Context: an optimization exercise on an open-source flow, tuned for small area. The choices shown serve that exercise and are no tape-out recipe. Function was checked by simulation only, so behaviour that the tests miss may differ from the original. No activity file was given, so power comes from the tool's default toggle rates.

==> design/flow/design.v <==
package fbfl_pkg;
    localparam int POOL_BLOCKS = 256;
    localparam int BLOCK_BYTES = 64;
    localparam int POOL_BASE   = 4096;
    localparam int ADDR_W = 32;
    localparam int SIZE_W = 32;
    localparam int ERR_W  = 32;
    localparam int IDX_W  = $clog2(POOL_BLOCKS);
    localparam int CNT_W  = $clog2(POOL_BLOCKS + 1);
    localparam int OFFS_W = $clog2(BLOCK_BYTES);
    localparam int STAT_W = 3;
    localparam logic [STAT_W-1:0] ST_OK        = 3'd0;
    localparam logic [STAT_W-1:0] ST_TOO_LARGE = 3'd1;
    localparam logic [STAT_W-1:0] ST_EMPTY     = 3'd2;
    localparam logic [STAT_W-1:0] ST_FULL      = 3'd3;
    localparam logic [STAT_W-1:0] ST_NULL      = 3'd4;
    localparam logic [STAT_W-1:0] ST_BAD_ADDR  = 3'd5;
    localparam logic KIND_ALLOC = 1'b0;
    localparam logic KIND_FREE  = 1'b1;
endpackage
import fbfl_pkg::*;
module fbfl_ring (
    input  logic             i_clk,
    input  logic             i_wr_en,
    input  logic [IDX_W-1:0] i_wr_idx,
    input  logic [IDX_W-1:0] i_wr_data,
    input  logic [IDX_W-1:0] i_rd_idx,
    output logic [IDX_W-1:0] o_rd_data
);
    logic [IDX_W-1:0] r_mem [0:POOL_BLOCKS-1];
    always_ff @(posedge i_clk) begin
        if (i_wr_en) begin
            r_mem[i_wr_idx] <= i_wr_data;
        end
    end
    assign o_rd_data = r_mem[i_rd_idx];
endmodule
import fbfl_pkg::*;
module fbfl_ctrl (
    input  logic              i_clk,
    input  logic              i_rst_n,
    input  logic              i_accept,
    input  logic              i_kind,
    input  logic [SIZE_W-1:0] i_request_size,
    input  logic [ADDR_W-1:0] i_free_address,
    output logic              o_ring_wr_en,
    output logic [IDX_W-1:0]  o_ring_wr_idx,
    output logic [IDX_W-1:0]  o_ring_wr_data,
    output logic [IDX_W-1:0]  o_ring_rd_idx,
    input  logic [IDX_W-1:0]  i_ring_data,
    output logic              o_done,
    output logic [STAT_W-1:0] o_status,
    output logic [ADDR_W-1:0] o_block_address,
    output logic [ERR_W-1:0]  o_error_total,
    output logic [CNT_W-1:0]  o_outstanding_blocks
);
    logic [CNT_W-1:0]  r_head;
    logic [CNT_W-1:0]  r_tail;
    logic              r_wrapped;
    logic [ERR_W-1:0]  r_fail;
    logic              r_done;
    logic [STAT_W-1:0] r_status, n_status;
    logic              r_pop;
    logic [IDX_W-1:0]  r_slot;
    logic              empty, full;
    logic              too_large, in_pool;
    logic              pop, push, fail;
    logic              stored;
    logic [IDX_W-1:0]  blk;
    assign empty = (r_head == r_tail);
    assign full  = (r_head[IDX_W-1:0] == r_tail[IDX_W-1:0]) && (r_head[IDX_W] != r_tail[IDX_W]);
    assign too_large = (i_request_size > BLOCK_BYTES);
    assign in_pool = (i_free_address[ADDR_W-1:15] == '0) &&
                     (i_free_address[14:12] >= 3'd1) && (i_free_address[14:12] <= 3'd4) &&
                     (i_free_address[OFFS_W-1:0] == '0);
    always_comb begin
        pop  = 1'b0;
        push = 1'b0;
        fail = 1'b0;
        n_status = ST_OK;
        if (i_kind == KIND_ALLOC) begin
            if (too_large) begin
                n_status = ST_TOO_LARGE;
                fail     = 1'b1;
            end else if (empty) begin
                n_status = ST_EMPTY;
                fail     = 1'b1;
            end else begin
                pop = 1'b1;
            end
        end else begin
            if (full) begin
                n_status = ST_FULL;
            end else if (i_free_address == '0) begin
                n_status = ST_NULL;
            end else if (!in_pool) begin
                n_status = ST_BAD_ADDR;
            end else begin
                push = 1'b1;
            end
        end
    end
    assign o_ring_wr_en   = i_accept && push;
    assign o_ring_wr_idx  = r_tail[IDX_W-1:0];
    assign o_ring_wr_data = i_free_address[13:6];
    assign o_ring_rd_idx  = r_slot;
    always_ff @(posedge i_clk) begin
        if (!i_rst_n) begin
            r_head    <= '0;
            r_tail    <= 9'h100;
            r_wrapped <= 1'b0;
            r_fail    <= '0;
            r_done    <= 1'b0;
        end else begin
            r_done <= i_accept;
            if (i_accept && pop) begin
                r_head <= r_head + 1'b1;
            end
            if (i_accept && push) begin
                r_tail <= r_tail + 1'b1;
                if (r_tail[IDX_W-1:0] == '1) begin
                    r_wrapped <= 1'b1;
                end
            end
            if (i_accept && fail) begin
                r_fail <= r_fail + 1'b1;
            end
        end
    end
    always_ff @(posedge i_clk) begin
        r_status <= n_status;
        r_pop    <= (i_kind == KIND_ALLOC) && !too_large && !empty;
        r_slot   <= r_head[IDX_W-1:0];
    end
    assign stored = r_wrapped || (r_slot < r_tail[IDX_W-1:0]);
    assign blk    = stored ? i_ring_data : (r_slot + 8'd64);
    assign o_done               = r_done;
    assign o_status             = r_status;
    assign o_error_total        = r_fail;
    assign o_block_address      = r_pop ? {17'd0, (blk[7:6] == 2'b00), blk, 6'd0} : '0;
    assign o_outstanding_blocks = (r_head - r_tail) ^ 9'h100;
endmodule
import fbfl_pkg::*;
module fixed_block_free_list_allocator (
    input  logic               i_clk,
    input  logic               i_rst_n,
    input  logic               start,
    output logic               busy,
    input  logic               i_kind,
    input  logic [SIZE_W-1:0]  i_request_size,
    input  logic [ADDR_W-1:0]  i_free_address,
    output logic               o_done,
    output logic [STAT_W-1:0]  o_status,
    output logic [ADDR_W-1:0]  o_block_address,
    output logic [ERR_W-1:0]   o_error_total,
    output logic [CNT_W-1:0]   o_outstanding_blocks
);
    logic             ring_wr_en;
    logic [IDX_W-1:0] ring_wr_idx;
    logic [IDX_W-1:0] ring_wr_data;
    logic [IDX_W-1:0] ring_rd_idx;
    logic [IDX_W-1:0] ring_data;
    logic             accept;
    assign busy   = ~i_rst_n;
    assign accept = start && !busy;
    fbfl_ring u_ring (
        .i_clk     (i_clk),
        .i_wr_en   (ring_wr_en),
        .i_wr_idx  (ring_wr_idx),
        .i_wr_data (ring_wr_data),
        .i_rd_idx  (ring_rd_idx),
        .o_rd_data (ring_data)
    );
    fbfl_ctrl u_ctrl (
        .i_clk                (i_clk),
        .i_rst_n              (i_rst_n),
        .i_accept             (accept),
        .i_kind               (i_kind),
        .i_request_size       (i_request_size),
        .i_free_address       (i_free_address),
        .o_ring_wr_en         (ring_wr_en),
        .o_ring_wr_idx        (ring_wr_idx),
        .o_ring_wr_data       (ring_wr_data),
        .o_ring_rd_idx        (ring_rd_idx),
        .i_ring_data          (ring_data),
        .o_done               (o_done),
        .o_status             (o_status),
        .o_block_address      (o_block_address),
        .o_error_total        (o_error_total),
        .o_outstanding_blocks (o_outstanding_blocks)
    );
endmodule
==> design/flow/run.sh <==
#!/bin/bash
# synth_recipe.tcl (not shown) runs the flow's synth.tcl, then flattens the netlist and writes it again
# the make line also repeats each setting of config.mk as NAME=value (left out here)
make -C /OpenROAD-flow-scripts/flow DESIGN_CONFIG=/design/flow/config.mk WORK_HOME=/design/flow/orfs CLKGATE_MAP_FILE= SYNTH_SCRIPT=/design/flow/synth_recipe.tcl finish
==> design/flow/config.mk <==
export PLATFORM = sky130hd
export DESIGN_NAME = fixed_block_free_list_allocator
export DESIGN_NICKNAME = fixed_block_free_list_allocator
export VERILOG_FILES = /design/flow/design.v
export SDC_FILE = /design/flow/constraint.sdc
export NUM_CORES = 4
export LEC_CHECK = 0
export CAP_MARGIN = 20
export CORE_MARGIN = 2
export CORE_UTILIZATION = 45
export SLEW_MARGIN = 20
export SYNTH_MEMORY_MAX_BITS = 16384
==> design/flow/constraint.sdc <==
create_clock -name core_clock -period 10.0 [get_ports {i_clk}]
set_input_delay 2.0000 -clock core_clock [delete_from_list [all_inputs] [get_ports {i_clk}]]
set_output_delay 2.0000 -clock core_clock [all_outputs]
set_load 0.01 [all_outputs]
==> impl_metrics.py, run 1 <==
metrics = {
    "run_status": {
        "run_status": "complete, no violations",
    },
    "sta": {
        "setup_viol": 0,
        "setup_total_negative_slack_ns": 0,
        "timing.final.crit_share_pct": 83.2,
        "grt_setup_unrepaired": "false",
        "clock_skew_ns": 0.0457,
        "maxSlewHeadroom_pct": 11.4,
        "timing_worst_slew_pin_value_ns": 1.32,
        "finalHoldViolCount": 0,
        "finalMaxSlewViolations": 0,
        "period_needed_ns": 8.32,
        "fmax_mhz": 120,
    },
    "route": {
        "dr.pass1.iters": 6,
        "sum_of_routed_wire_length_over_all_layers_mm": 235,
        "drt-wirelength-per-cell_um": 33.6,
        "drc": 0,
        "via_count": 43300,
        "drt-initial-drc-count": 6315,
        "avgViaCountPerCell": 6.19,
        "detail-route-antenna-nets": 0,
    },
    "critical_path": {
        "setup.worst_path.end_class": "output pin",
        "worstPathCellList": "buf_4, nor2b_2, a2111oi_0, nor4_1, a2111oi_0, a21oi_1, nor4bb_1, clkdlybuf4s50_1",
        "path_class": "reg2out",
        "timing.critical_path.slowest_stage_cell": "sky130_fd_sc_hd__dfxtp_4",
        "worst_reg2reg_path_length_in_cells": 9,
        "reg2reg_to": "u_ring.r_mem[181][6]$_DFFE_PP_",
        "cp_max_fo": 36,
        "critical_path.top_delay_family": "simple AND/OR/NAND/NOR gates",
        "worstReg2RegStart": "u_ctrl.r_tail[4]$_SDFFE_PN0P_",
        "data_arrival_time_of_the_worst_path_ns": 6.32,
        "timing.critical_path.slowest_cell_delay_ns": 0.98,
        "timing.critical_path.mode_cell": "sky130_fd_sc_hd__a2111oi_0",
        "required_time_of_the_critical_path_ns": 8.00,
        "critPathBufInv": 2,
        "worst-r2r-setup-slack_ns": 5.27,
        "crit_path_start_kind": "flop",
    },
    "synthesis": {
        "synth_sequential_area_ratio_pct": 75.6,
        "synth_enable_flop_cells": 2048,
        "yosysWarningCount": 2,
        "postSynth.asyncResetShare_pct": 0,
        "netlist_area_mm2": 0.0831,
        "yosys.cell_types.count": 75,
        "synth_area_per_cell_um2": 20.0,
        "postSynth.topFlopCell": "sky130_fd_sc_hd__edfxtp_1",
        "synth_seq_cells": 2112,
        "synth_area_leaders": "sky130_fd_sc_hd__edfxtp_1, sky130_fd_sc_hd__mux4_2, sky130_fd_sc_hd__nor2_1",
        "synth_top_area_share_pct": 74.0,
        "largest_area_contributor_in_the_synthesized_netlist": "sky130_fd_sc_hd__edfxtp_1",
        "syn-instance-count": 4164,
    },
    "floorplan": {
        "die_width_um": 434,
        "fp.coreArea_mm2": 0.183,
        "floorplan.initialDensity_pct": 45.3,
        "dieArea_mm2": 0.188,
        "io_pins": 146,
        "dieHeight_um": 434,
        "rows": 157,
    },
    "power_and_ir_drop": {
        "p_int_w": 0.0142,
        "netSwitchingFraction_pct": 20.0,
        "comb_power_share_pct": 1.1,
        "switching_power_w": 0.00355,
        "leakage_nw": 28.1,
        "total_power_w": 0.0177,
        "power-per-cell-area_mw_per_mm2": 189,
        "power.sequential.fraction_pct": 54.8,
        "vdd_drop_max_mv": 0.188,
        "clock_power_share_pct": 44.1,
    },
    "min_path": {
        "hold_class": "reg2reg",
        "min_path_cells": 0,
        "timing.hold.worst.start": "u_ctrl.r_head[6]$_SDFFE_PN0P_",
        "hold-path-endpoint": "u_ctrl.r_slot[6]$_DFF_P_",
    },
    "global_routing": {
        "grt.overflow.total": 0,
        "grt_pass1_wl_mm": 329,
        "largest_net_degree_at_the_start_of_global_routing": 174,
        "grt_usage_pct": 25.0,
        "first_global_vias": 42400,
        "initial_antenna_violation_count": 13,
    },
    "final_layout": {
        "nets_finish": 4444,
        "drive_gt1_share_pct": 20.1,
        "final_util_pct": 51.2,
        "fill_cells": 14600,
        "regArea_mm2": 0.0628,
        "multiInputGateArea_mm2": 0.0189,
        "area.growth.synth_to_final_pct": 12.9,
    },
    "clock_network": {
        "cts_tree": "yes",
        "clock_tree.htree_level_count": 4,
        "cts_made_buffers": 209,
        "post-cts-setup-buffer-count": 0,
        "cts.path.max_buffers": 3,
        "path_clk_slew_ns": 0.06,
        "clkSinkCount": 2112,
        "cts_hold_repair.buffers": 0,
        "ctsRootBufferMaster": "sky130_fd_sc_hd__clkbuf_16",
        "post_cts.resized_instances": 0,
        "worstSkewPairLatency_ns": 0.86,
    },
    "placed_design": {
        "placement.io_buffers": 122,
        "globalplace.congestion": 0.867,
        "detailedPlacementHpwl_mm": 142,
    },
    "job": {
        "cap_viol_max_count": 0,
    },
}
-- final cells by class --
type	instances	share of cell area, %
antenna	3	0.00800
clock buffer	263	5.84
clock inverter	130	1.37
inverter	26	0.107
multi-input combinational	1791	20.1
sequential	2112	67.0
tap	2464	3.29
timing repair buffer	214	2.29
-- power by group through the flow --
stage | Clock [W] | Sequential [W] | Combinational, W
final | 0.00782 | 0.00970 | 0.000194
after global placement | 0 | 0.00989 | 0.000186
after detailed placement | 0 | 0.00989 | 0.000195
after floorplan | 0 | 0.00989 | 0.0000170
after global routing | 0.00824 | 0.00969 | 0.000209
after CTS | 0.00791 | 0.00970 | 0.000194
-- routing by layer --
| layer | GRT usage, % | share of wire (%) | up-vias |
|---|---|---|---|
| met5 | 0 | 0.0089 | - |
| met1 | 36.3 | 40 | 22900 |
| li1 | - | - | 17500 |
| met2 | 37.8 | 46 | 2523 |
| met4 | 9.07 | 3.8 | 4 |
| met3 | 5.05 | 9.8 | 421 |
-- Yosys cell counts, types with 5 or more instances --
cell type,instances
sky130_fd_sc_hd__edfxtp_1,2048
sky130_fd_sc_hd__mux4_2,476
sky130_fd_sc_hd__nor2_1,350
sky130_fd_sc_hd__nand2_1,162
sky130_fd_sc_hd__mux2i_1,117
sky130_fd_sc_hd__clkbuf_1,91
sky130_fd_sc_hd__a22oi_1,80
sky130_fd_sc_hd__buf_2,76
sky130_fd_sc_hd__a21oi_1,67
sky130_fd_sc_hd__dfxtp_1,64
sky130_fd_sc_hd__nand3_1,58
sky130_fd_sc_hd__o21ai_0,56
sky130_fd_sc_hd__buf_4,51
sky130_fd_sc_hd__buf_6,29
sky130_fd_sc_hd__nand4_1,26
sky130_fd_sc_hd__and3_1,25
sky130_fd_sc_hd__inv_1,24
sky130_fd_sc_hd__xnor2_1,22
sky130_fd_sc_hd__xor2_1,22
sky130_fd_sc_hd__a221oi_1,21
sky130_fd_sc_hd__ha_1,21
sky130_fd_sc_hd__nor3_1,20
sky130_fd_sc_hd__and2_1,18
sky130_fd_sc_hd__nor2b_1,17
sky130_fd_sc_hd__mux2_2,16
sky130_fd_sc_hd__a31oi_1,14
sky130_fd_sc_hd__mux4_1,14
sky130_fd_sc_hd__nor4_1,14
sky130_fd_sc_hd__o22ai_1,14
sky130_fd_sc_hd__a211oi_1,13
sky130_fd_sc_hd__a22o_1,13
sky130_fd_sc_hd__or3_1,12
sky130_fd_sc_hd__a2111oi_0,10
sky130_fd_sc_hd__nand2b_1,10
sky130_fd_sc_hd__buf_1,9
sky130_fd_sc_hd__o2111ai_1,8
sky130_fd_sc_hd__o221ai_1,6
sky130_fd_sc_hd__o311ai_0,6
sky130_fd_sc_hd__a311oi_1,5
sky130_fd_sc_hd__o211ai_1,5
-- registers in the layout, summed over array words and instances, names as in the netlist --
| signal | flops |
|---|---|
| u_ctrl.r_head | 9 |
| u_ring.r_mem | 2048 |
| u_ctrl.r_fail | 32 |
| u_ctrl.r_tail | 9 |
| u_ctrl.r_wrapped | 1 |
| u_ctrl.r_done | 1 |
| u_ctrl.r_slot | 7 |
| u_ctrl.r_status | 3 |
| u_ctrl.r_pop | 1 |
| ring_rd_idx | 1 |
-- logic make-up after synthesis --
group                    share of synthesized area (%)
AND/OR/NAND/NOR                                   3.84
buffers and inverters                             1.90
adder cells (fa/ha/maj)                          0.340
AO/OA/AOI/OAI                                     2.91
XOR/XNOR                                         0.464
multiplexers                                      15.0
other                                          0.00451
flip-flops                                        75.6
-- cells in the final DEF (no fill, tap or decap), types with 13 or more instances in the layout --
cell / netlist / final
sky130_fd_sc_hd__nand4_1: 26 / 26
sky130_fd_sc_hd__a21oi_1: 67 / 67
sky130_fd_sc_hd__clkdlybuf4s50_1: 0 / 114
sky130_fd_sc_hd__bufinv_16: 0 / 21
sky130_fd_sc_hd__clkbuf_1: 91 / 52
sky130_fd_sc_hd__a221oi_1: 21 / 21
sky130_fd_sc_hd__clkbuf_16: 0 / 211
sky130_fd_sc_hd__clkinv_1: 1 / 65
sky130_fd_sc_hd__mux4_2: 476 / 476
sky130_fd_sc_hd__and3_1: 25 / 25
sky130_fd_sc_hd__o21ai_0: 56 / 56
sky130_fd_sc_hd__clkinv_2: 0 / 24
sky130_fd_sc_hd__a31oi_1: 14 / 14
sky130_fd_sc_hd__nand2_1: 162 / 150
sky130_fd_sc_hd__edfxtp_1: 2048 / 2048
sky130_fd_sc_hd__mux2_2: 16 / 16
sky130_fd_sc_hd__xnor2_1: 22 / 22
sky130_fd_sc_hd__a211oi_1: 13 / 13
sky130_fd_sc_hd__ha_1: 21 / 21
sky130_fd_sc_hd__o22ai_1: 14 / 14
sky130_fd_sc_hd__and2_1: 18 / 17
sky130_fd_sc_hd__nand3_1: 58 / 58
sky130_fd_sc_hd__buf_12: 1 / 13
sky130_fd_sc_hd__mux2i_1: 117 / 117
sky130_fd_sc_hd__buf_4: 51 / 76
sky130_fd_sc_hd__a22o_1: 13 / 13
sky130_fd_sc_hd__conb_1: 1 / 23
sky130_fd_sc_hd__xor2_1: 22 / 22
sky130_fd_sc_hd__inv_1: 24 / 21
sky130_fd_sc_hd__nor3_1: 20 / 20
sky130_fd_sc_hd__nor4_1: 14 / 14
sky130_fd_sc_hd__mux4_1: 14 / 14
sky130_fd_sc_hd__nor2_1: 350 / 342
sky130_fd_sc_hd__dfxtp_1: 64 / 58
sky130_fd_sc_hd__a22oi_1: 80 / 80
-- how the worst max path moves through the flow --
| stage | start | to | cells after the start |
|---|---|---|---|
| finish | u_ctrl.r_slot[0]$_DFF_P_ | o_block_address[14] | 8 |
| global route | u_ctrl.r_slot[0]$_DFF_P_ | o_block_address[8] | 10 |
| CTS | u_ctrl.r_slot[0]$_DFF_P_ | o_block_address[14] | 8 |
| detailed placement | u_ctrl.r_slot[0]$_DFF_P_ | o_block_address[14] | 8 |
| global placement | u_ctrl.r_slot[0]$_DFF_P_ | o_block_address[8] | 10 |
| floorplan | u_ctrl.r_slot[1]$_DFF_P_ | o_block_address[14] | 8 |
-- stage by stage --
step,std cells,instance area [um2],hold WS [ns],setup WS (ns)
finish,7003,93800,0.407,1.68
global route,7002,93800,0.422,1.37
CTS,6998,93700,0.399,1.55
detailed placement,6605,87000,0.395,2.49
global placement,6605,87000,0.390,2.52
floorplan,4186,83200,0.371,5.39
-- worst reg2reg max path, stage by stage (launching register included) --
cell,delay [ns]
sky130_fd_sc_hd__dfxtp_1,0.51
sky130_fd_sc_hd__inv_1,0.23
sky130_fd_sc_hd__ha_1,0.40
sky130_fd_sc_hd__nand4_1,0.21
sky130_fd_sc_hd__o31ai_1,0.16
sky130_fd_sc_hd__nor4_2,0.33
sky130_fd_sc_hd__buf_4,0.23
sky130_fd_sc_hd__and3_1,0.34
sky130_fd_sc_hd__nand2_2,0.82
sky130_fd_sc_hd__nor2_1,1.12
==> run 2: changes to the inputs <==
--- a/design/flow/design.v
+++ b/design/flow/design.v
@@ -20,4 +20,59 @@
 endpackage
 import fbfl_pkg::*;
+module fbfl_dec256 (
+    input  logic                   i_en,
+    input  logic [IDX_W-1:0]       i_idx,
+    output logic [POOL_BLOCKS-1:0] o_sel
+);
+    logic [15:0] lo, hi;
+    for (genvar j = 0; j < 16; j++) begin : g_pre
+        assign lo[j] = i_en && (i_idx[3:0] == j);
+        assign hi[j] = (i_idx[7:4] == j);
+    end
+    for (genvar k = 0; k < POOL_BLOCKS; k++) begin : g_sel
+        assign o_sel[k] = lo[k % 16] & hi[k / 16];
+    end
+endmodule
+module fbfl_store (
+    input  logic                         i_clk,
+    input  logic [POOL_BLOCKS-1:0]       i_we,
+    input  logic [IDX_W-1:0]             i_wd,
+    output logic [POOL_BLOCKS*IDX_W-1:0] o_q
+);
+    logic [POOL_BLOCKS*IDX_W-1:0] r_q;
+    for (genvar k = 0; k < POOL_BLOCKS; k++) begin : g_slot
+        always_ff @(posedge i_clk) begin
+            if (i_we[k]) begin
+                r_q[k*IDX_W +: IDX_W] <= i_wd;
+            end
+        end
+    end
+    assign o_q = r_q;
+endmodule
+module fbfl_aoi3 (
+    input  logic [2:0]         i_sel,
+    input  logic [3*IDX_W-1:0] i_d,
+    output logic [IDX_W-1:0]   o_n
+);
+    assign o_n = ~(({IDX_W{i_sel[0]}} & i_d[0 +: IDX_W]) |
+                   ({IDX_W{i_sel[1]}} & i_d[IDX_W +: IDX_W]) |
+                   ({IDX_W{i_sel[2]}} & i_d[2*IDX_W +: IDX_W]));
+endmodule
+module fbfl_aoi2 (
+    input  logic [1:0]         i_sel,
+    input  logic [2*IDX_W-1:0] i_d,
+    output logic [IDX_W-1:0]   o_n
+);
+    assign o_n = ~(({IDX_W{i_sel[0]}} & i_d[0 +: IDX_W]) |
+                   ({IDX_W{i_sel[1]}} & i_d[IDX_W +: IDX_W]));
+endmodule
+module fbfl_any_low #(
+    parameter int N = 86
+) (
+    input  logic [N-1:0] i_n,
+    output logic         o_any
+);
+    assign o_any = ~&i_n;
+endmodule
 module fbfl_ring (
     input  logic             i_clk,
@@ -25,14 +80,37 @@
     input  logic [IDX_W-1:0] i_wr_idx,
     input  logic [IDX_W-1:0] i_wr_data,
+    input  logic             i_rd_en,
     input  logic [IDX_W-1:0] i_rd_idx,
     output logic [IDX_W-1:0] o_rd_data
 );
-    logic [IDX_W-1:0] r_mem [0:POOL_BLOCKS-1];
-    always_ff @(posedge i_clk) begin
-        if (i_wr_en) begin
-            r_mem[i_wr_idx] <= i_wr_data;
-        end
-    end
-    assign o_rd_data = r_mem[i_rd_idx];
+    localparam int N3 = 84;              
+    localparam int NG = N3 + 2;          
+    logic [POOL_BLOCKS-1:0]       we, rs;
+    logic [POOL_BLOCKS*IDX_W-1:0] q;
+    logic [IDX_W-1:0]             grp_n [0:NG-1];
+    logic [NG-1:0]                col_n [0:IDX_W-1];
+    fbfl_dec256 u_wdec (.i_en(i_wr_en), .i_idx(i_wr_idx), .o_sel(we));
+    fbfl_dec256 u_rdec (.i_en(i_rd_en),    .i_idx(i_rd_idx), .o_sel(rs));
+    fbfl_store u_store (.i_clk(i_clk), .i_we(we), .i_wd(i_wr_data), .o_q(q));
+    for (genvar g = 0; g < N3; g++) begin : g_aoi3
+        fbfl_aoi3 u_aoi (
+            .i_sel (rs[3*g +: 3]),
+            .i_d   (q[3*g*IDX_W +: 3*IDX_W]),
+            .o_n   (grp_n[g])
+        );
+    end
+    for (genvar g = 0; g < 2; g++) begin : g_aoi2
+        fbfl_aoi2 u_aoi (
+            .i_sel (rs[3*N3 + 2*g +: 2]),
+            .i_d   (q[(3*N3 + 2*g)*IDX_W +: 2*IDX_W]),
+            .o_n   (grp_n[N3 + g])
+        );
+    end
+    for (genvar b = 0; b < IDX_W; b++) begin : g_bit
+        for (genvar g = 0; g < NG; g++) begin : g_col
+            assign col_n[b][g] = grp_n[g][b];
+        end
+        fbfl_any_low #(.N(NG)) u_or (.i_n(col_n[b]), .o_any(o_rd_data[b]));
+    end
 endmodule
 import fbfl_pkg::*;
@@ -47,4 +125,5 @@
     output logic [IDX_W-1:0]  o_ring_wr_idx,
     output logic [IDX_W-1:0]  o_ring_wr_data,
+    output logic              o_ring_rd_en,
     output logic [IDX_W-1:0]  o_ring_rd_idx,
     input  logic [IDX_W-1:0]  i_ring_data,
@@ -104,4 +183,5 @@
     assign o_ring_wr_idx  = r_tail[IDX_W-1:0];
     assign o_ring_wr_data = i_free_address[13:6];
+    assign o_ring_rd_en   = stored;
     assign o_ring_rd_idx  = r_slot;
     always_ff @(posedge i_clk) begin
@@ -134,5 +214,5 @@
     end
     assign stored = r_wrapped || (r_slot < r_tail[IDX_W-1:0]);
-    assign blk    = stored ? i_ring_data : (r_slot + 8'd64);
+    assign blk    = i_ring_data | (stored ? 8'd0 : (r_slot + 8'd64));
     assign o_done               = r_done;
     assign o_status             = r_status;
@@ -159,4 +239,5 @@
     logic [IDX_W-1:0] ring_wr_idx;
     logic [IDX_W-1:0] ring_wr_data;
+    logic             ring_rd_en;
     logic [IDX_W-1:0] ring_rd_idx;
     logic [IDX_W-1:0] ring_data;
@@ -169,4 +250,5 @@
         .i_wr_idx  (ring_wr_idx),
         .i_wr_data (ring_wr_data),
+        .i_rd_en   (ring_rd_en),
         .i_rd_idx  (ring_rd_idx),
         .o_rd_data (ring_data)
@@ -182,4 +264,5 @@
         .o_ring_wr_idx        (ring_wr_idx),
         .o_ring_wr_data       (ring_wr_data),
+        .o_ring_rd_en         (ring_rd_en),
         .o_ring_rd_idx        (ring_rd_idx),
         .i_ring_data          (ring_data),
==> design/flow/flow/run.sh (new file) <==
#!/bin/bash
# Own layout flow: the standard ORFS flow, with two changes:
#  - clock tree: no dummy loads, chosen buffer cell and sink clustering
#  - port buffers: the smallest buffer cell rather than the tool's default choice
# Each tool's full output goes to a log file in the folder this runs in.
set -euo pipefail
CTS_SIZE=30; CTS_DIAM=60
CTS="-sink_clustering_enable -repair_clock_nets -dont_use_dummy_load"
CTS="$CTS -buf_list ${CTS_BUF:-sky130_fd_sc_hd__clkbuf_16}"
if [[ -n "${CTS_SIZE:-}" ]]; then
  CTS="$CTS -sink_clustering_size $CTS_SIZE -sink_clustering_max_diameter $CTS_DIAM"
fi
export CTS_ARGS="$CTS"
export BUFFER_PORTS_ARGS="-buffer_cell sky130_fd_sc_hd__buf_1"
bash standard.sh "CTS_ARGS=$CTS_ARGS" "BUFFER_PORTS_ARGS=$BUFFER_PORTS_ARGS" finish > flow_make.log 2>&1
==> design/flow/standard.sh (new file) <==
#!/bin/bash
# synth_recipe.tcl (not shown) runs the flow's synth.tcl, then flattens the netlist and writes it again
# the make line also repeats each setting of config.mk as NAME=value (left out here)
make -C /OpenROAD-flow-scripts/flow DESIGN_CONFIG=/design/flow/config.mk WORK_HOME=/design/flow/orfs CLKGATE_MAP_FILE= SYNTH_SCRIPT=/design/flow/synth_recipe.tcl "${@:-finish}"
--- a/design/flow/config.mk
+++ b/design/flow/config.mk
@@ -10,3 +10,4 @@
 export CORE_UTILIZATION = 45
 export SLEW_MARGIN = 20
+export SYNTH_HIERARCHICAL = 1
 export SYNTH_MEMORY_MAX_BITS = 16384
removed: design/flow/run.sh
==> run 2 against run 1 <==
Net effect:
- critical endpoint is now o_block_address[8]
- cell count is 3.7% lower
- core utilization decreased by 1.7 points
- count of clock-buffer cells in the layout fell by 130
- synthesized cell count increased by 5.0%
- via count increased by 6.3%
- sequential share of layout area rose by 6.0 points
- non-clock buffer count grew 79
- flip-flop and latch count is the same
==> impl_metrics.py, run 2 <==
metrics = {
    "critical_path": {
        "critical_path.top_delay_family": "simple AND/OR/NAND/NOR gates",
        "required_time_of_the_critical_path_ns": 8.00,
        "path_class": "reg2out",
        "crit_path_start_kind": "flop",
        "cp_max_fo": 40,
        "worstPathCellList": "ha_1, and3_1, a221oi_1, nor2_1, a41oi_2, nand3_4, nor3_1, a222oi_1, nand4_1, nor4_2, nand4_1, or4_1, nand2_1, o21ai_0, buf_1",
        "timing.critical_path.slowest_cell_delay_ns": 1.26,
        "critPathBufInv": 1,
        "timing.critical_path.mode_cell": "sky130_fd_sc_hd__nand4_1",
        "setup.worst_path.end_class": "output pin",
        "data_arrival_time_of_the_worst_path_ns": 7.75,
        "timing.critical_path.slowest_stage_cell": "sky130_fd_sc_hd__nor3_1",
    },
    "synthesis": {
        "synth_sequential_area_ratio_pct": 79.8,
        "synth_seq_cells": 2112,
        "synth_enable_flop_cells": 2048,
        "yosys.cell_types.count": 63,
        "synth_top_area_share_pct": 78.2,
        "postSynth.asyncResetShare_pct": 0,
        "syn-instance-count": 4371,
        "postSynth.topFlopCell": "sky130_fd_sc_hd__edfxtp_1",
        "synth_area_leaders": "sky130_fd_sc_hd__edfxtp_1, sky130_fd_sc_hd__a222oi_1, sky130_fd_sc_hd__nor3_1",
        "synth_area_per_cell_um2": 18.0,
        "yosysWarningCount": 12,
        "largest_area_contributor_in_the_synthesized_netlist": "sky130_fd_sc_hd__edfxtp_1",
        "post_synth_most_frequent_cells": "sky130_fd_sc_hd__edfxtp_1, sky130_fd_sc_hd__a222oi_1, sky130_fd_sc_hd__nor3_1, sky130_fd_sc_hd__nand4_1, sky130_fd_sc_hd__clkbuf_2",
        "post-synth-top-count-cell": "sky130_fd_sc_hd__edfxtp_1",
        "netlist_area_mm2": 0.0787,
    },
    "clock_network": {
        "cts_made_buffers": 133,
        "ctsRootBufferMaster": "sky130_fd_sc_hd__clkbuf_16",
        "worstSkewPairLatency_ns": 0.77,
        "cts_tree": "yes",
        "path_clk_slew_ns": 0.06,
        "clock_tree.htree_level_count": 4,
        "clkSinkCount": 2112,
        "cts.path.max_buffers": 3,
    },
    "route": {
        "avgViaCountPerCell": 6.83,
        "via_count": 46100,
        "drt-initial-drc-count": 9297,
        "drt-wirelength-per-cell_um": 32.4,
        "dr.pass1.iters": 13,
        "sum_of_routed_wire_length_over_all_layers_mm": 219,
        "drc": 0,
        "detail-route-antenna-nets": 0,
    },
    "job": {
        "cap_viol_max_count": 0,
    },
    "run_status": {
        "run_status": "complete, no violations",
    },
    "floorplan": {
        "die_width_um": 422,
        "io_pins": 146,
        "floorplan.initialDensity_pct": 45.3,
        "dieArea_mm2": 0.178,
        "dieHeight_um": 422,
        "fp.coreArea_mm2": 0.174,
        "rows": 153,
    },
    "final_layout": {
        "multiInputGateArea_mm2": 0.0150,
        "layout.cells.most_common_list": "sky130_fd_sc_hd__edfxtp_1, sky130_fd_sc_hd__a222oi_1, sky130_fd_sc_hd__nor3_1",
        "final_cell_count_no_fill": 6747,
        "layout.cells.most_common": "sky130_fd_sc_hd__edfxtp_1",
        "regArea_mm2": 0.0628,
        "final_util_pct": 49.5,
        "fill_cells": 14200,
        "regMostFlops": "u_ring.u_store.r_q",
        "layout_top_registers": "u_ring.u_store.r_q (2048), u_ctrl.r_fail (32)",
        "area.growth.synth_to_final_pct": 9.36,
        "drive_gt1_share_pct": 13.1,
        "nets_finish": 4508,
        "largest_reg_flops": 2048,
    },
    "sta": {
        "finalHoldViolCount": 0,
        "setup_viol": 0,
        "fmax_mhz": 103,
        "period_needed_ns": 9.75,
        "clock_skew_ns": 0.0772,
        "timing_worst_slew_pin_value_ns": 1.34,
        "finalMaxSlewViolations": 0,
        "setup_total_negative_slack_ns": 0,
        "maxSlewHeadroom_pct": 11.0,
        "finalHoldWorstSlack_ns": 0.402,
        "grt_setup_unrepaired": "false",
        "timing.final.crit_share_pct": 97.5,
    },
    "power_and_ir_drop": {
        "netSwitchingFraction_pct": 19.0,
        "switching_power_w": 0.00283,
        "power-per-cell-area_mw_per_mm2": 173,
        "p_int_w": 0.0121,
        "power.sequential.fraction_pct": 65.0,
        "clock_power_share_pct": 33.7,
        "comb_power_share_pct": 1.3,
        "leakage_nw": 25.0,
        "vdd_drop_max_mv": 0.174,
    },
    "placed_design": {
        "placement.io_buffers": 122,
        "detailedPlacementHpwl_mm": 133,
        "globalplace.congestion": 0.921,
        "cell_count_after_placement": 6600,
    },
    "global_routing": {
        "grt_pass1_wl_mm": 312,
        "first_global_vias": 44000,
        "grt_usage_pct": 23.8,
        "grt.overflow.total": 0,
        "largest_net_degree_at_the_start_of_global_routing": 203,
        "initial_antenna_violation_count": 9,
    },
    "min_path": {
        "hold_class": "reg2reg",
    },
}
-- run 2: final cells by class --
| cell class | count | area share (%) |
|---|---|---|
| Sequential cell | 2112 | 73.0 |
| Clock buffer | 133 | 3.87 |
| Timing Repair Buffer | 293 | 2.23 |
| Multi-Input combinational cell | 1857 | 17.4 |
| Antenna cell | 3 | 0.00873 |
| Inverter | 24 | 0.105 |
| Tap cell | 2325 | 3.38 |
-- run 2: layer usage --
layer	vias to the layer above	track usage, %	part of all wire [%]
met5	-	0	0.019
met4	6	8.41	3.4
met3	383	4.69	11
met2	3087	36.8	46
met1	23500	33.9	39
li1	19100	-	-
-- run 2: what timing repair did --
| action | 4_1_cts | 5_1_grt |
|---|---|---|
| setup endpoints to repair | 0 | 1 |
| buffers inserted | 0 | 4 |
| resized for setup | 0 | 2 |
| hold buffers | 0 | 0 |
-- run 2: cells by family after synthesis --
logic type	count (synthesis)	synth area share, %
other	1	0.00477
adders and majority gates	19	0.312
and+or+nand+nor	1006	7.24
buffers and inverters	425	2.62
DFF	2112	79.8
AOI/OAI and AO/OA	776	9.64
muxes	21	0.269
xor gates and xnor gates	11	0.122
-- run 2: path summary, 6_finish.rpt --
| path | slack, ns | end | cells after the start | startpoint |
|---|---|---|---|---|
| setup / recovery | 0.25 | o_block_address[8] | 15 | u_ctrl.r_slot[6]$_DFF_P_ |
| hold / removal | 0.40 | u_ctrl.r_slot[0]$_DFF_P_ | 0 | u_ctrl.r_head[0]$_SDFFE_PN0P_ |
| setup reg to reg | 5.41 | u_ring.u_store.r_q[669]$_DFFE_PP_ | 9 | u_ctrl.r_tail[5]$_SDFFE_PN0P_ |
| hold reg to reg | 0.40 | u_ctrl.r_slot[0]$_DFF_P_ | 0 | u_ctrl.r_head[0]$_SDFFE_PN0P_ |
-- run 2: Yosys stat by module (local to each module, per instance), excerpt --
module / copies in the design / area (um2) / cells inside
fbfl_store: 1 / 61500 / 2048
fbfl_ctrl: 1 / 4110 / 499
fbfl_dec256: 2 / 1890 / 365
fbfl_aoi2: 2 / 128 / 10
fbfl_aoi3: 84 / 90.1 / 10
fixed_block_free_list_allocator: 1 / 10.0 / 2
-- run 2: power by group through the flow --
stage | combinational (W) | sequential (W) | clock (W)
after CTS | 0.000196 | 0.00969 | 0.00510
after global placement | 0.000190 | 0.00989 | 0
after global routing | 0.000211 | 0.00969 | 0.00538
after floorplan | 0.0000883 | 0.00989 | 0
after detailed placement | 0.000197 | 0.00989 | 0
final | 0.000194 | 0.00969 | 0.00502
-- run 2: through the flow --
step	worst slack, ns	total power (W)	area [um2]
2_1_floorplan	4.02	0.00998	78800
3_3_place_gp	0.883	0.0101	81500
3_5_place_dp	1.06	0.0101	81900
4_1_cts	0.210	0.0150	85300
5_1_grt	0.0198	0.0153	86000
6_report	0.254	0.0149	86000
-- run 2: worst reg2reg max path: stages, from the launching register on --
cell and delay (ns):
sky130_fd_sc_hd__dfxtp_1 0.31, sky130_fd_sc_hd__buf_4 0.29, sky130_fd_sc_hd__inv_1 0.18, sky130_fd_sc_hd__ha_1 0.42, sky130_fd_sc_hd__nand4_1 0.21, sky130_fd_sc_hd__o311a_1 0.22, sky130_fd_sc_hd__and3_1 0.33, sky130_fd_sc_hd__or3b_4 0.71
sky130_fd_sc_hd__buf_4 0.49, sky130_fd_sc_hd__nor3_1 1.05
==> run 3: changes to the inputs <==
--- a/design/flow/design.v
+++ b/design/flow/design.v
@@ -20,4 +20,20 @@
 endpackage
 import fbfl_pkg::*;
+module fbfl_dec16n (
+    input  logic        i_en,
+    input  logic [3:0]  i_idx,
+    output logic [15:0] o_sel_n
+);
+    for (genvar j = 0; j < 16; j++) begin : g_pre
+        assign o_sel_n[j] = !(i_en && (i_idx == j));
+    end
+endmodule
+module fbfl_sel (
+    input  logic i_lo_n,
+    input  logic i_hi_n,
+    output logic o_sel
+);
+    assign o_sel = !(i_lo_n || i_hi_n);
+endmodule
 module fbfl_dec256 (
     input  logic                   i_en,
@@ -25,11 +41,9 @@
     output logic [POOL_BLOCKS-1:0] o_sel
 );
-    logic [15:0] lo, hi;
-    for (genvar j = 0; j < 16; j++) begin : g_pre
-        assign lo[j] = i_en && (i_idx[3:0] == j);
-        assign hi[j] = (i_idx[7:4] == j);
-    end
+    logic [15:0] lo_n, hi_n;
+    fbfl_dec16n u_lo (.i_en(i_en), .i_idx(i_idx[3:0]), .o_sel_n(lo_n));
+    fbfl_dec16n u_hi (.i_en(1'b1), .i_idx(i_idx[7:4]), .o_sel_n(hi_n));
     for (genvar k = 0; k < POOL_BLOCKS; k++) begin : g_sel
-        assign o_sel[k] = lo[k % 16] & hi[k / 16];
+        fbfl_sel u_sel (.i_lo_n(lo_n[k % 16]), .i_hi_n(hi_n[k / 16]), .o_sel(o_sel[k]));
     end
 endmodule
--- a/design/flow/config.mk
+++ b/design/flow/config.mk
@@ -8,5 +8,5 @@
 export CAP_MARGIN = 20
 export CORE_MARGIN = 2
-export CORE_UTILIZATION = 45
+export CORE_UTILIZATION = 60
 export SLEW_MARGIN = 20
 export SYNTH_HIERARCHICAL = 1
==> run 3 against run 2 <==
Net effect:
- still clean
- worst hold slack got worse by 0.0067 ns
- flip-flop and latch count unchanged
- cell count decreased by 10%
- count of clock-buffer cells in the layout increased by 10
- synthesized cell count decreased by 2.8%
- critical endpoint is now o_block_address[9]
- highest routed layer unchanged
==> impl_metrics.py, run 3 <==
metrics = {
    "final_layout": {
        "final_util_pct": 65.1,
        "regMostFlops": "u_ring.u_store.r_q",
        "fill_cells": 8708,
        "layout.cells.most_common_list": "sky130_fd_sc_hd__edfxtp_1, sky130_fd_sc_hd__a222oi_1, sky130_fd_sc_hd__nor2_1",
        "final_cell_count_no_fill": 6065,
        "layout.cells.most_common": "sky130_fd_sc_hd__edfxtp_1",
        "nets_finish": 4488,
        "area.growth.synth_to_final_pct": 7.59,
        "design_area_mm2": 0.0832,
        "drive_gt1_share_pct": 7.34,
        "multiInputGateArea_mm2": 0.0134,
        "regArea_mm2": 0.0628,
        "layout_top_registers": "u_ring.u_store.r_q (2048), u_ctrl.r_fail (32)",
        "largest_reg_flops": 2048,
    },
    "floorplan": {
        "dieHeight_um": 363,
        "die_width_um": 363,
        "dieArea_mm2": 0.132,
        "fp.coreArea_mm2": 0.128,
        "io_pins": 146,
        "rows": 131,
        "floorplan.initialDensity_pct": 60.5,
    },
    "clock_network": {
        "cts.path.max_buffers": 3,
        "cts_made_buffers": 143,
        "ctsRootBufferMaster": "sky130_fd_sc_hd__clkbuf_16",
        "cts_tree": "yes",
        "cts_hold_repair.buffers": 0,
        "clock_tree.htree_level_count": 4,
        "path_clk_slew_ns": 0.07,
        "worstSkewPairLatency_ns": 0.81,
        "post_cts.resized_instances": 0,
        "clkSinkCount": 2112,
        "post-cts-setup-buffer-count": 0,
    },
    "route": {
        "avgViaCountPerCell": 7.39,
        "drt-wirelength-per-cell_um": 35.8,
        "drc": 0,
        "dr.pass1.iters": 11,
        "drt-initial-drc-count": 9363,
        "detail-route-antenna-nets": 0,
        "sum_of_routed_wire_length_over_all_layers_mm": 217,
        "via_count": 44800,
    },
    "global_routing": {
        "grt_pass1_wl_mm": 306,
        "first_global_vias": 42500,
        "grt.overflow.total": 0,
        "grt_usage_pct": 32.8,
        "largest_net_degree_at_the_start_of_global_routing": 194,
        "initial_antenna_violation_count": 9,
    },
    "sta": {
        "finalHoldViolCount": 0,
        "finalMaxSlewViolations": 0,
        "period_needed_ns": 9.65,
        "clock_skew_ns": 0.0575,
        "fmax_mhz": 104,
        "grt_setup_unrepaired": "false",
        "timing.final.crit_share_pct": 96.5,
        "maxSlewHeadroom_pct": 17.5,
        "worst_slack_setup_final_ns": 0.346,
        "setup_total_negative_slack_ns": 0,
        "setup_viol": 0,
        "timing_worst_slew_pin_value_ns": 1.23,
    },
    "job": {
        "cap_viol_max_count": 0,
    },
    "run_status": {
        "run_status": "complete, no violations",
    },
    "synthesis": {
        "netlist_area_mm2": 0.0773,
        "synth_enable_flop_cells": 2048,
        "yosysWarningCount": 12,
        "postSynth.topFlopCell": "sky130_fd_sc_hd__edfxtp_1",
        "synth_area_leaders": "sky130_fd_sc_hd__edfxtp_1, sky130_fd_sc_hd__a222oi_1, sky130_fd_sc_hd__nor2_1",
        "largest_area_contributor_in_the_synthesized_netlist": "sky130_fd_sc_hd__edfxtp_1",
        "syn-instance-count": 4247,
        "synth-simple-area-share_pct": 6.50,
        "synth_top_area_share_pct": 79.5,
        "synth_top_family_by_area": "compound AO/OA/AOI/OAI gates",
        "post_synth_most_frequent_cells": "sky130_fd_sc_hd__edfxtp_1, sky130_fd_sc_hd__a222oi_1, sky130_fd_sc_hd__nor2_1, sky130_fd_sc_hd__nand4_1, sky130_fd_sc_hd__clkbuf_2",
        "yosys.cell_types.count": 61,
        "synth_seq_cells": 2112,
        "yosys.area_share.adder_pct": 0.317,
        "synth-compound-area-share_pct": 9.81,
        "xor_xnor_share_of_the_synthesized_area_pct": 0.125,
        "synth_area_per_cell_um2": 18.2,
        "postSynth.asyncResetShare_pct": 0,
        "post-synth-top-count-cell": "sky130_fd_sc_hd__edfxtp_1",
        "synth_sequential_area_ratio_pct": 81.2,
        "muxShareOfSynthArea_pct": 0.274,
    },
    "placed_design": {
        "postPlaceCellArea_mm2": 0.0796,
        "globalplace.congestion": 0.879,
        "dp_slack_ns": 1.14,
        "cell_count_after_placement": 5917,
        "placement.io_buffers": 122,
        "detailedPlacementHpwl_mm": 136,
    },
    "power_and_ir_drop": {
        "leakage_nw": 24.8,
        "power-per-cell-area_mw_per_mm2": 181,
        "vdd_drop_max_mv": 0.175,
    },
    "min_path": {
        "timing.hold.worst.start": "u_ctrl.r_head[0]$_SDFFE_PN0P_",
        "hold_class": "reg2reg",
    },
    "critical_path": {
        "setup.worst_path.end_class": "output pin",
        "setup.worst_path.start": "u_ctrl.r_tail[1]$_SDFFE_PN0P_",
        "data_arrival_time_of_the_worst_path_ns": 7.65,
        "required_time_of_the_critical_path_ns": 8.00,
        "cp_max_fo": 13,
        "worstReg2RegStart": "u_ctrl.r_tail[5]$_SDFFE_PN0P_",
        "path_class": "reg2out",
        "crit_path_start_kind": "flop",
    },
}
[run 3: worst paths after layout]
check | end | slack, ns | cells after the start
hold / removal | u_ctrl.r_slot[0]$_DFF_P_ | 0.40 | 0
hold reg to reg | u_ctrl.r_slot[0]$_DFF_P_ | 0.40 | 0
setup reg to reg | u_ring.u_store.r_q[2006]$_DFFE_PP_ | 5.40 | 8
setup / recovery | o_block_address[9] | 0.35 | 17
[run 3: critical path, stage by stage, from the launching register on]
cell                       delay (ns)
sky130_fd_sc_hd__dfxtp_1         0.64
sky130_fd_sc_hd__inv_1           0.16
sky130_fd_sc_hd__ha_1            0.31
sky130_fd_sc_hd__a21oi_1         0.05
sky130_fd_sc_hd__o21ai_0         0.22
sky130_fd_sc_hd__a41oi_2         0.42
sky130_fd_sc_hd__and3b_1         0.42
sky130_fd_sc_hd__nand2_1         0.66
sky130_fd_sc_hd__buf_4           0.40
sky130_fd_sc_hd__nor2_1          0.22
sky130_fd_sc_hd__a222oi_1        0.64
sky130_fd_sc_hd__nand4_1         0.31
sky130_fd_sc_hd__nor4_1          0.90
sky130_fd_sc_hd__nand4_1         0.15
sky130_fd_sc_hd__or4_1           0.68
sky130_fd_sc_hd__nand2_1         0.12
sky130_fd_sc_hd__o21ai_0         0.29
sky130_fd_sc_hd__buf_1           0.24
[run 3: kinds of logic after synthesis]
group | count (synthesis)
mux | 21
compound gates | 776
xor+xnor | 11
other cells | 3
flops | 2112
simple gates | 1050
buf+inv | 255
fa+ha+maj | 19
[run 3: power by group]
part           internal [W]  leakage, nW  switching (W)
combinational     0.0000182         4.14       0.000174
clock               0.00253         1.76        0.00266
sequential          0.00969         18.9    0.000000555
[run 3: per-stage QoR]
step / hold WS (ns) / power (W)
after floorplan: 0.371 / 0.00998
after global placement: 0.391 / 0.0101
after detailed placement: 0.397 / 0.0101
after CTS: 0.392 / 0.0152
after global routing: 0.396 / 0.0154
final: 0.395 / 0.0151
[run 3: modules after synthesis (local to each module, per instance), a selection]
module / cell area (um2) / flops+latches / copies in the design / cells inside
fbfl_ctrl: 4110 / 64 / 1 / 499
fbfl_aoi2: 128 / 0 / 2 / 10
fbfl_store: 61500 / 2048 / 1 / 2048
fbfl_dec16n: 123 / 0 / 4 / 23
fbfl_dec256: 3.75 / 0 / 2 / 1
fixed_block_free_list_allocator: 10.0 / 0 / 1 / 2
fbfl_aoi3: 90.1 / 0 / 84 / 10
fbfl_sel: 3.75 / 0 / 512 / 1
[run 3: layout make-up]
type,instances,area share [%]
flip-flops and latches,2112,75.5
multi-input cells,1908,16.1
clock buffers,143,4.30
well taps,1662,2.50
repair buffers,212,1.48
inverters,24,0.108
diodes,4,0.0120
[run 3: per-layer routing]
layer | track usage [%] | vias up | part of all wire, %
met1 | 47.9 | 22900 | 39
met2 | 49.4 | 3003 | 46
met3 | 6.28 | 368 | 11
met4 | 13.0 | 2 | 4.3
li1 | - | 18500 | -
met5 | 0 | - | 0.0060
==> run 4: changes to the inputs <==
--- a/design/flow/design.v
+++ b/design/flow/design.v
@@ -156,4 +156,5 @@
     logic              r_pop;
     logic [IDX_W-1:0]  r_slot;
+    logic              r_stored;
     logic              empty, full;
     logic              too_large, in_pool;
@@ -226,6 +227,7 @@
         r_pop    <= (i_kind == KIND_ALLOC) && !too_large && !empty;
         r_slot   <= r_head[IDX_W-1:0];
-    end
-    assign stored = r_wrapped || (r_slot < r_tail[IDX_W-1:0]);
+        r_stored <= r_wrapped || (r_head[IDX_W-1:0] < r_tail[IDX_W-1:0]);
+    end
+    assign stored = r_stored;
     assign blk    = i_ring_data | (stored ? 8'd0 : (r_slot + 8'd64));
     assign o_done               = r_done;
==> run 4 against run 3 <==
Net effect:
- largest cell class unchanged
- synthesized cell count fell by 0.52%
- wire length decreased by 0.42%
- critical path depth is 6 lower
- largest power group unchanged
- worst setup slack improved by 0.84 ns
==> impl_metrics.py, run 4 <==
metrics = {
    "run_status": {
        "run_status": "complete, no violations",
    },
    "min_path": {
        "hold_class": "reg2reg",
        "min_path_cells": 1,
        "timing.hold.worst.start": "u_ctrl.r_wrapped$_SDFFE_PN0P_",
        "hold-path-endpoint": "u_ctrl.r_wrapped$_SDFFE_PN0P_",
    },
    "clock_network": {
        "cts_made_buffers": 141,
        "worstSkewPairLatency_ns": 0.81,
        "cts_hold_repair.buffers": 0,
        "post_cts.resized_instances": 0,
        "ctsRootBufferMaster": "sky130_fd_sc_hd__clkbuf_16",
        "path_clk_slew_ns": 0.06,
        "clkSinkCount": 2113,
        "cts_tree": "yes",
        "post-cts-setup-buffer-count": 0,
        "clock_tree.htree_level_count": 4,
        "cts.path.max_buffers": 3,
    },
    "critical_path": {
        "required_time_of_the_critical_path_ns": 8.00,
        "cp_max_fo": 11,
        "reg2reg_to": "u_ring.u_store.r_q[1669]$_DFFE_PP_",
        "worst_reg2reg_path_length_in_cells": 10,
        "crit_path_start_kind": "flop",
        "worstReg2RegStart": "u_ctrl.r_tail[5]$_SDFFE_PN0P_",
        "setup.worst_path.end_class": "output pin",
        "worst-r2r-setup-slack_ns": 5.31,
        "path_class": "reg2out",
        "data_arrival_time_of_the_worst_path_ns": 6.82,
    },
    "synthesis": {
        "largest_area_contributor_in_the_synthesized_netlist": "sky130_fd_sc_hd__edfxtp_1",
        "yosysWarningCount": 12,
        "synth_enable_flop_cells": 2048,
        "postSynth.topFlopCell": "sky130_fd_sc_hd__edfxtp_1",
        "synth_sequential_area_ratio_pct": 81.4,
        "post_synth_most_frequent_cells": "sky130_fd_sc_hd__edfxtp_1, sky130_fd_sc_hd__a222oi_1, sky130_fd_sc_hd__nor2_1, sky130_fd_sc_hd__nand4_1, sky130_fd_sc_hd__clkbuf_2",
        "synth_area_per_cell_um2": 18.3,
        "netlist_area_mm2": 0.0771,
        "synth_seq_cells": 2113,
        "synth_top_area_share_pct": 79.7,
        "yosys.cell_types.count": 59,
        "synth_area_leaders": "sky130_fd_sc_hd__edfxtp_1, sky130_fd_sc_hd__a222oi_1, sky130_fd_sc_hd__nor2_1",
        "post-synth-top-count-cell": "sky130_fd_sc_hd__edfxtp_1",
        "postSynth.asyncResetShare_pct": 0,
        "syn-instance-count": 4225,
    },
    "final_layout": {
        "fill_cells": 8701,
        "layout.cells.most_common": "sky130_fd_sc_hd__edfxtp_1",
        "layout.cells.most_common_list": "sky130_fd_sc_hd__edfxtp_1, sky130_fd_sc_hd__a222oi_1, sky130_fd_sc_hd__nor2_1",
        "regMostFlops": "u_ring.u_store.r_q",
        "largest_reg_flops": 2048,
        "layout_top_registers": "u_ring.u_store.r_q (2048), u_ctrl.r_fail (32)",
        "area.growth.synth_to_final_pct": 7.32,
        "nets_finish": 4433,
        "drive_gt1_share_pct": 6.55,
    },
    "sta": {
        "setup_total_negative_slack_ns": 0,
        "timing.final.crit_share_pct": 88.2,
        "setup_viol": 0,
        "grt_setup_unrepaired": "false",
        "clock_skew_ns": 0.0645,
        "maxSlewHeadroom_pct": 16.7,
        "timing_worst_slew_pin_value_ns": 1.24,
        "fmax_mhz": 113,
        "finalHoldViolCount": 0,
        "finalMaxSlewViolations": 0,
        "period_needed_ns": 8.82,
    },
    "job": {
        "cap_viol_max_count": 0,
    },
    "route": {
        "dr.pass1.iters": 11,
        "detail-route-antenna-nets": 0,
        "drt-wirelength-per-cell_um": 35.9,
        "avgViaCountPerCell": 7.40,
        "via_count": 44500,
        "sum_of_routed_wire_length_over_all_layers_mm": 216,
        "drc": 0,
        "drt-initial-drc-count": 9760,
    },
    "global_routing": {
        "grt.overflow.total": 0,
        "initial_antenna_violation_count": 14,
        "first_global_vias": 41900,
        "grt_pass1_wl_mm": 304,
        "grt_usage_pct": 32.7,
        "largest_net_degree_at_the_start_of_global_routing": 223,
    },
    "power_and_ir_drop": {
        "leakage_nw": 24.6,
        "vdd_drop_max_mv": 0.174,
        "power-per-cell-area_mw_per_mm2": 182,
        "total_power_w": 0.0150,
    },
    "floorplan": {
        "floorplan.initialDensity_pct": 60.5,
        "dieHeight_um": 363,
        "io_pins": 146,
        "fp.coreArea_mm2": 0.128,
        "die_width_um": 363,
        "dieArea_mm2": 0.131,
        "rows": 131,
    },
    "placed_design": {
        "placement.io_buffers": 122,
        "globalplace.congestion": 0.929,
        "detailedPlacementHpwl_mm": 132,
    },
}
## run 4: logic make-up after synthesis
group | after synthesis | synth area share, %
DFF | 2113 | 81.4
adders and majority gates | 12 | 0.204
xor gates and xnor gates | 11 | 0.125
AOI/OAI and AO/OA | 769 | 9.70
muxes | 21 | 0.272
buffers and inverters | 247 | 1.73
and+or+nand+nor | 1049 | 6.55
other | 3 | 0.0146
## run 4: through the flow
step | instance area, um2 | std cells | setup WS [ns] | hold slack [ns] | util, %
floorplan | 77300 | 4253 | 4.86 | 0.375 | -
global placement | 79100 | 5867 | 1.97 | 0.442 | 62.1
detailed placement | 79200 | 5867 | 2.13 | 0.447 | 62.1
CTS | 82700 | 6008 | 1.28 | 0.457 | 64.8
global route | 82800 | 6016 | 1.06 | 0.474 | 64.9
finish | 82800 | 6020 | 1.18 | 0.452 | 64.9
## run 4: worst max-delay path, cell delays in order (launching register included)
cell	delay, ns
sky130_fd_sc_hd__dfxtp_1	0.51
sky130_fd_sc_hd__and2b_2	0.30
sky130_fd_sc_hd__nand2_1	0.77
sky130_fd_sc_hd__buf_4	0.39
sky130_fd_sc_hd__nor2_1	0.18
sky130_fd_sc_hd__a222oi_1	0.45
sky130_fd_sc_hd__nand4_1	0.19
sky130_fd_sc_hd__nor4_1	0.96
sky130_fd_sc_hd__nand4_1	0.56
sky130_fd_sc_hd__or4_1	0.69
sky130_fd_sc_hd__nor4b_1	0.78
sky130_fd_sc_hd__buf_1	0.23
## run 4: per-layer routing
| layer | share of wire (%) | GRT usage (%) | vias up |
|---|---|---|---|
| met1 | 39 | 47.8 | 22600 |
| met3 | 12 | 6.92 | 460 |
| met4 | 4.1 | 13.1 | 16 |
| met2 | 45 | 48.7 | 3094 |
| met5 | 0.048 | 0 | - |
| li1 | - | - | 18400 |
## run 4: final cells by class
| type | count | area [um2] | share of cell area (%) |
|---|---|---|---|
| clock buffer | 141 | 3530 | 4.26 |
| multi-input combinational | 1893 | 13200 | 16.0 |
| tap | 1662 | 2080 | 2.51 |
| timing repair buffer | 184 | 1050 | 1.27 |
| sequential | 2113 | 62800 | 75.9 |
| antenna | 7 | 17.5 | 0.0212 |
| inverter | 20 | 75.1 | 0.0907 |
## run 4: Yosys stat by module (local to each module, per instance), excerpt
module / cell area (um2) / cells inside / times used / flops+latches
fbfl_aoi2: 128 / 10 / 2 / 0
fbfl_aoi3: 90.1 / 10 / 84 / 0
fbfl_ctrl: 3940 / 477 / 1 / 65
fbfl_dec16n: 123 / 23 / 4 / 0
fbfl_dec256: 3.75 / 1 / 2 / 0
fbfl_sel: 3.75 / 1 / 512 / 0
fbfl_store: 61500 / 2048 / 1 / 2048
fixed_block_free_list_allocator: 10.0 / 2 / 1 / 0
## run 4: worst max-delay path by stage
stage	start	end	slack, ns
3_3_place_gp	u_ctrl.r_slot[1]$_DFF_P_	o_block_address[14]	1.97
2_1_floorplan	u_ctrl.r_slot[7]$_DFF_P_	o_block_address[14]	4.86
4_1_cts	u_ctrl.r_slot[1]$_DFF_P_	o_block_address[14]	1.28
5_1_grt	u_ctrl.r_slot[1]$_DFF_P_	o_block_address[14]	1.06
3_5_place_dp	u_ctrl.r_slot[1]$_DFF_P_	o_block_address[14]	2.13
6_report	u_ctrl.r_slot[1]$_DFF_P_	o_block_address[14]	1.18
## run 4: power breakdown
group          switching (W)  internal, W  total (W)
logic               0.000174    0.0000210   0.000195
registers        0.000000462      0.00969    0.00969
clock network        0.00265      0.00249    0.00515
total                0.00283       0.0122     0.0150
==> run 5: changes to the inputs <==
--- a/design/flow/flow/run.sh
+++ b/design/flow/flow/run.sh
@@ -5,5 +5,5 @@
 # Each tool's full output goes to a log file in the folder this runs in.
 set -euo pipefail
-CTS_SIZE=30; CTS_DIAM=60
+CTS_SIZE=35; CTS_DIAM=70
 CTS="-sink_clustering_enable -repair_clock_nets -dont_use_dummy_load"
 CTS="$CTS -buf_list ${CTS_BUF:-sky130_fd_sc_hd__clkbuf_16}"
==> run 5 against run 4 <==
Net effect:
- worst hold slack improved by 0.0015 ns
- clock skew rose by 0.0043 ns
- critical path type unchanged
- die area did not move
- core utilization fell by 0.57 points
- combinational power barely moved
- global-route usage fell by 0.17 points
==> impl_metrics.py, run 5 <==
metrics = {
    "run_status": {
        "run_status": "complete, no violations",
    },
    "clock_network": {
        "clock_tree.htree_level_count": 3,
        "post_cts.resized_instances": 0,
        "cts_hold_repair.buffers": 0,
        "path_clk_slew_ns": 0.07,
        "cts.path.max_buffers": 3,
        "cts_tree": "yes",
        "cts_made_buffers": 113,
        "ctsRootBufferMaster": "sky130_fd_sc_hd__clkbuf_16",
        "worstSkewPairLatency_ns": 0.79,
        "post-cts-setup-buffer-count": 0,
        "clkSinkCount": 2113,
    },
    "final_layout": {
        "design_area_mm2": 0.0821,
        "fill_cells": 8786,
        "largest_reg_flops": 2048,
        "nets_finish": 4404,
        "regArea_mm2": 0.0628,
        "regMostFlops": "u_ring.u_store.r_q",
        "drive_gt1_share_pct": 5.92,
        "layout.cells.most_common": "sky130_fd_sc_hd__edfxtp_1",
        "area.growth.synth_to_final_pct": 6.38,
        "multiInputGateArea_mm2": 0.0132,
        "layout.cells.most_common_list": "sky130_fd_sc_hd__edfxtp_1, sky130_fd_sc_hd__a222oi_1, sky130_fd_sc_hd__nor2_1",
        "layout_top_registers": "u_ring.u_store.r_q (2048), u_ctrl.r_fail (32)",
    },
    "critical_path": {
        "data_arrival_time_of_the_worst_path_ns": 6.70,
        "timing.critical_path.slowest_cell_delay_ns": 0.94,
        "cp_max_fo": 11,
        "critPathBufInv": 2,
        "worst_reg2reg_path_length_in_cells": 10,
        "worst-r2r-setup-slack_ns": 5.30,
        "reg2reg_to": "u_ring.u_store.r_q[1666]$_DFFE_PP_",
        "worstPathCellList": "and2b_2, nand2_1, buf_4, nor2_1, a222oi_1, nand4_1, nor4_1, nand4_1, or4_1, nor4b_1, buf_1",
        "setup.worst_path.end_class": "output pin",
        "required_time_of_the_critical_path_ns": 8.00,
        "path_class": "reg2out",
        "crit_path_start_kind": "flop",
        "timing.critical_path.slowest_stage_cell": "sky130_fd_sc_hd__nor4_1",
        "critical_path.top_delay_family": "simple AND/OR/NAND/NOR gates",
        "worstReg2RegStart": "u_ctrl.r_tail[5]$_SDFFE_PN0P_",
        "timing.critical_path.mode_cell": "sky130_fd_sc_hd__nand4_1",
    },
    "sta": {
        "grt_setup_unrepaired": "false",
        "setup_viol": 0,
        "worst_slack_setup_final_ns": 1.30,
        "maxSlewHeadroom_pct": 17.3,
        "period_needed_ns": 8.70,
        "finalMaxSlewViolations": 0,
        "timing_worst_slew_pin_value_ns": 1.24,
        "finalHoldWorstSlack_ns": 0.454,
        "timing.final.crit_share_pct": 87.0,
        "setup_total_negative_slack_ns": 0,
        "finalHoldViolCount": 0,
        "fmax_mhz": 115,
        "clock_skew_ns": 0.0688,
    },
    "global_routing": {
        "grt_pass1_wl_mm": 303,
        "largest_net_degree_at_the_start_of_global_routing": 223,
        "first_global_vias": 41500,
        "grt.overflow.total": 0,
        "grt_usage_pct": 32.5,
        "initial_antenna_violation_count": 13,
    },
    "floorplan": {
        "floorplan.initialDensity_pct": 60.5,
        "die_width_um": 363,
        "io_pins": 146,
        "dieArea_mm2": 0.131,
        "fp.coreArea_mm2": 0.128,
        "dieHeight_um": 363,
        "rows": 131,
    },
    "route": {
        "dr.pass1.iters": 11,
        "avgViaCountPerCell": 7.42,
        "drt-initial-drc-count": 9563,
        "via_count": 44400,
        "drt-wirelength-per-cell_um": 36.0,
        "drc": 0,
        "detail-route-antenna-nets": 0,
        "sum_of_routed_wire_length_over_all_layers_mm": 215,
    },
    "synthesis": {
        "yosys.cell_types.count": 59,
        "post-synth-top-count-cell": "sky130_fd_sc_hd__edfxtp_1",
        "postSynth.asyncResetShare_pct": 0,
        "post_synth_most_frequent_cells": "sky130_fd_sc_hd__edfxtp_1, sky130_fd_sc_hd__a222oi_1, sky130_fd_sc_hd__nor2_1, sky130_fd_sc_hd__nand4_1, sky130_fd_sc_hd__clkbuf_2",
        "synth_top_area_share_pct": 79.7,
        "netlist_area_mm2": 0.0771,
        "synth_area_leaders": "sky130_fd_sc_hd__edfxtp_1, sky130_fd_sc_hd__a222oi_1, sky130_fd_sc_hd__nor2_1",
        "yosysWarningCount": 12,
        "synth_area_per_cell_um2": 18.3,
        "synth_enable_flop_cells": 2048,
        "postSynth.topFlopCell": "sky130_fd_sc_hd__edfxtp_1",
        "syn-instance-count": 4225,
        "synth_seq_cells": 2113,
        "largest_area_contributor_in_the_synthesized_netlist": "sky130_fd_sc_hd__edfxtp_1",
        "synth_sequential_area_ratio_pct": 81.4,
    },
    "placed_design": {
        "placement.io_buffers": 122,
        "postPlaceCellArea_mm2": 0.0792,
        "detailedPlacementHpwl_mm": 132,
        "dp_slack_ns": 2.13,
        "globalplace.congestion": 0.929,
    },
    "power_and_ir_drop": {
        "vdd_drop_max_mv": 0.155,
        "leakage_nw": 24.3,
        "power-per-cell-area_mw_per_mm2": 176,
    },
    "job": {
        "cap_viol_max_count": 0,
    },
    "min_path": {
        "timing.hold.worst.start": "u_ctrl.r_wrapped$_SDFFE_PN0P_",
        "min_path_cells": 1,
        "hold-path-endpoint": "u_ctrl.r_wrapped$_SDFFE_PN0P_",
        "hold_class": "reg2reg",
    },
}
## run 5: cell types whose count changed in the layout (fill, tap and decap cells not counted)
| cell | delta |
|---|---|
| sky130_fd_sc_hd__buf_16 | -1 |
| sky130_fd_sc_hd__diode_2 | -4 |
| sky130_fd_sc_hd__buf_12 | +1 |
| sky130_fd_sc_hd__buf_4 | -1 |
| sky130_fd_sc_hd__clkbuf_16 | -28 |
## run 5: worst register-to-register path: stages, from the launching register on
cell and delay, ns:
sky130_fd_sc_hd__dfxtp_1 0.68, sky130_fd_sc_hd__inv_1 0.15, sky130_fd_sc_hd__ha_1 0.41, sky130_fd_sc_hd__nand4_2 0.19, sky130_fd_sc_hd__nor3b_1 0.11, sky130_fd_sc_hd__nand2b_1 0.19, sky130_fd_sc_hd__nor3_1 0.20, sky130_fd_sc_hd__and3_1 0.24
sky130_fd_sc_hd__nor3b_2 0.39, sky130_fd_sc_hd__nand2_2 0.79, sky130_fd_sc_hd__nor2_1 1.01
## run 5: worst max path at each step
| stage | slack [ns] | startpoint | end | cells after the start |
|---|---|---|---|---|
| final | 1.30 | u_ctrl.r_slot[1]$_DFF_P_ | o_block_address[14] | 11 |
| after global routing | 0.97 | u_ctrl.r_slot[1]$_DFF_P_ | o_block_address[14] | 11 |
| after CTS | 1.32 | u_ctrl.r_slot[1]$_DFF_P_ | o_block_address[14] | 11 |
| after detailed placement | 2.13 | u_ctrl.r_slot[1]$_DFF_P_ | o_block_address[14] | 11 |
| after global placement | 1.97 | u_ctrl.r_slot[1]$_DFF_P_ | o_block_address[14] | 10 |
| after floorplan | 4.86 | u_ctrl.r_slot[7]$_DFF_P_ | o_block_address[14] | 9 |
## run 5: cell families (layout without fill, tap and decap cells)
kind of cell	count (synthesis)	count (layout)	share of synthesized area, %
multiplexers	21	21	0.272
AO/OA/AOI/OAI	769	769	9.70
other	3	34	0.0146
flip-flops	2113	2113	81.4
XOR/XNOR	11	11	0.125
AND/OR/NAND/NOR	1049	1049	6.55
buffers and inverters	247	316	1.73
adder cells (fa/ha/maj)	12	12	0.204
## run 5: power breakdown
part	leakage [nW]	total [W]	internal [W]	switching [W]
combinational	3.94	0.000195	0.0000206	0.000174
clock	1.39	0.00457	0.00200	0.00257
sequential	18.9	0.00969	0.00969	0.000000470
## run 5: per-module statistics from Yosys (local to each module, per instance), a selection
module | cell area, um2 | flip-flops and latches | copies in the design
fixed_block_free_list_allocator | 10.0 | 0 | 1
fbfl_dec256 | 3.75 | 0 | 2
fbfl_ctrl | 3940 | 65 | 1
fbfl_sel | 3.75 | 0 | 512
fbfl_aoi3 | 90.1 | 0 | 84
fbfl_store | 61500 | 2048 | 1
fbfl_dec16n | 123 | 0 | 4
## run 5: per-layer routing
metal | global-route usage, % | routed length, um
met5 | 0 | 22
met4 | 12.4 | 9380
met3 | 6.43 | 24900
met2 | 48.6 | 97400
met1 | 48.0 | 83700
## run 5: area by class of cell
cell class / count / share of cell area (%)
diodes: 3 / 0.00915
multi-input cells: 1893 / 16.1
inverters: 20 / 0.0915
well taps: 1662 / 2.53
flip-flops and latches: 2113 / 76.5
clock buffers: 113 / 3.45
repair buffers: 183 / 1.27
## run 5: stage by stage
stage                     power [W]  utilization [%]  std cells
after floorplan             0.00998                -       4253
after global placement       0.0101             62.1       5867
after detailed placement     0.0101             62.1       5867
after CTS                    0.0145             64.3       5980
after global routing         0.0148             64.4       5987
final                        0.0145             64.4       5987

[port drivers added, routing unchanged]
How much do the figures lean on ideal ports? The routed layouts below were timed once more, with nothing changed but the port constraints.
Step 1, drivers: a clkbuf_16 drives i_clk and a buf_2 each remaining input, both assumed.
Step 2 also shifts input and output timing later by t, the mid clock arrival at the registers, as if the neighbouring blocks saw the same clock.
Slacks: ideal / step 1 / step 2; pairs: ideal / step 1.
| run | t, ns | setup slack, ns |
|---|---|---|
| run 1 | 0.926 | 1.682 / 1.598 / 2.525 |
| run 2 | 0.842 | 0.254 / 0.168 / 1.009 |
| run 3 | 0.844 | 0.346 / 0.270 / 1.114 |
| run 4 | 0.847 | 1.183 / 1.109 / 1.956 |
| run 5 | 0.822 | 1.305 / 1.231 / 2.053 |
After both steps every run listed still meets setup and hold.
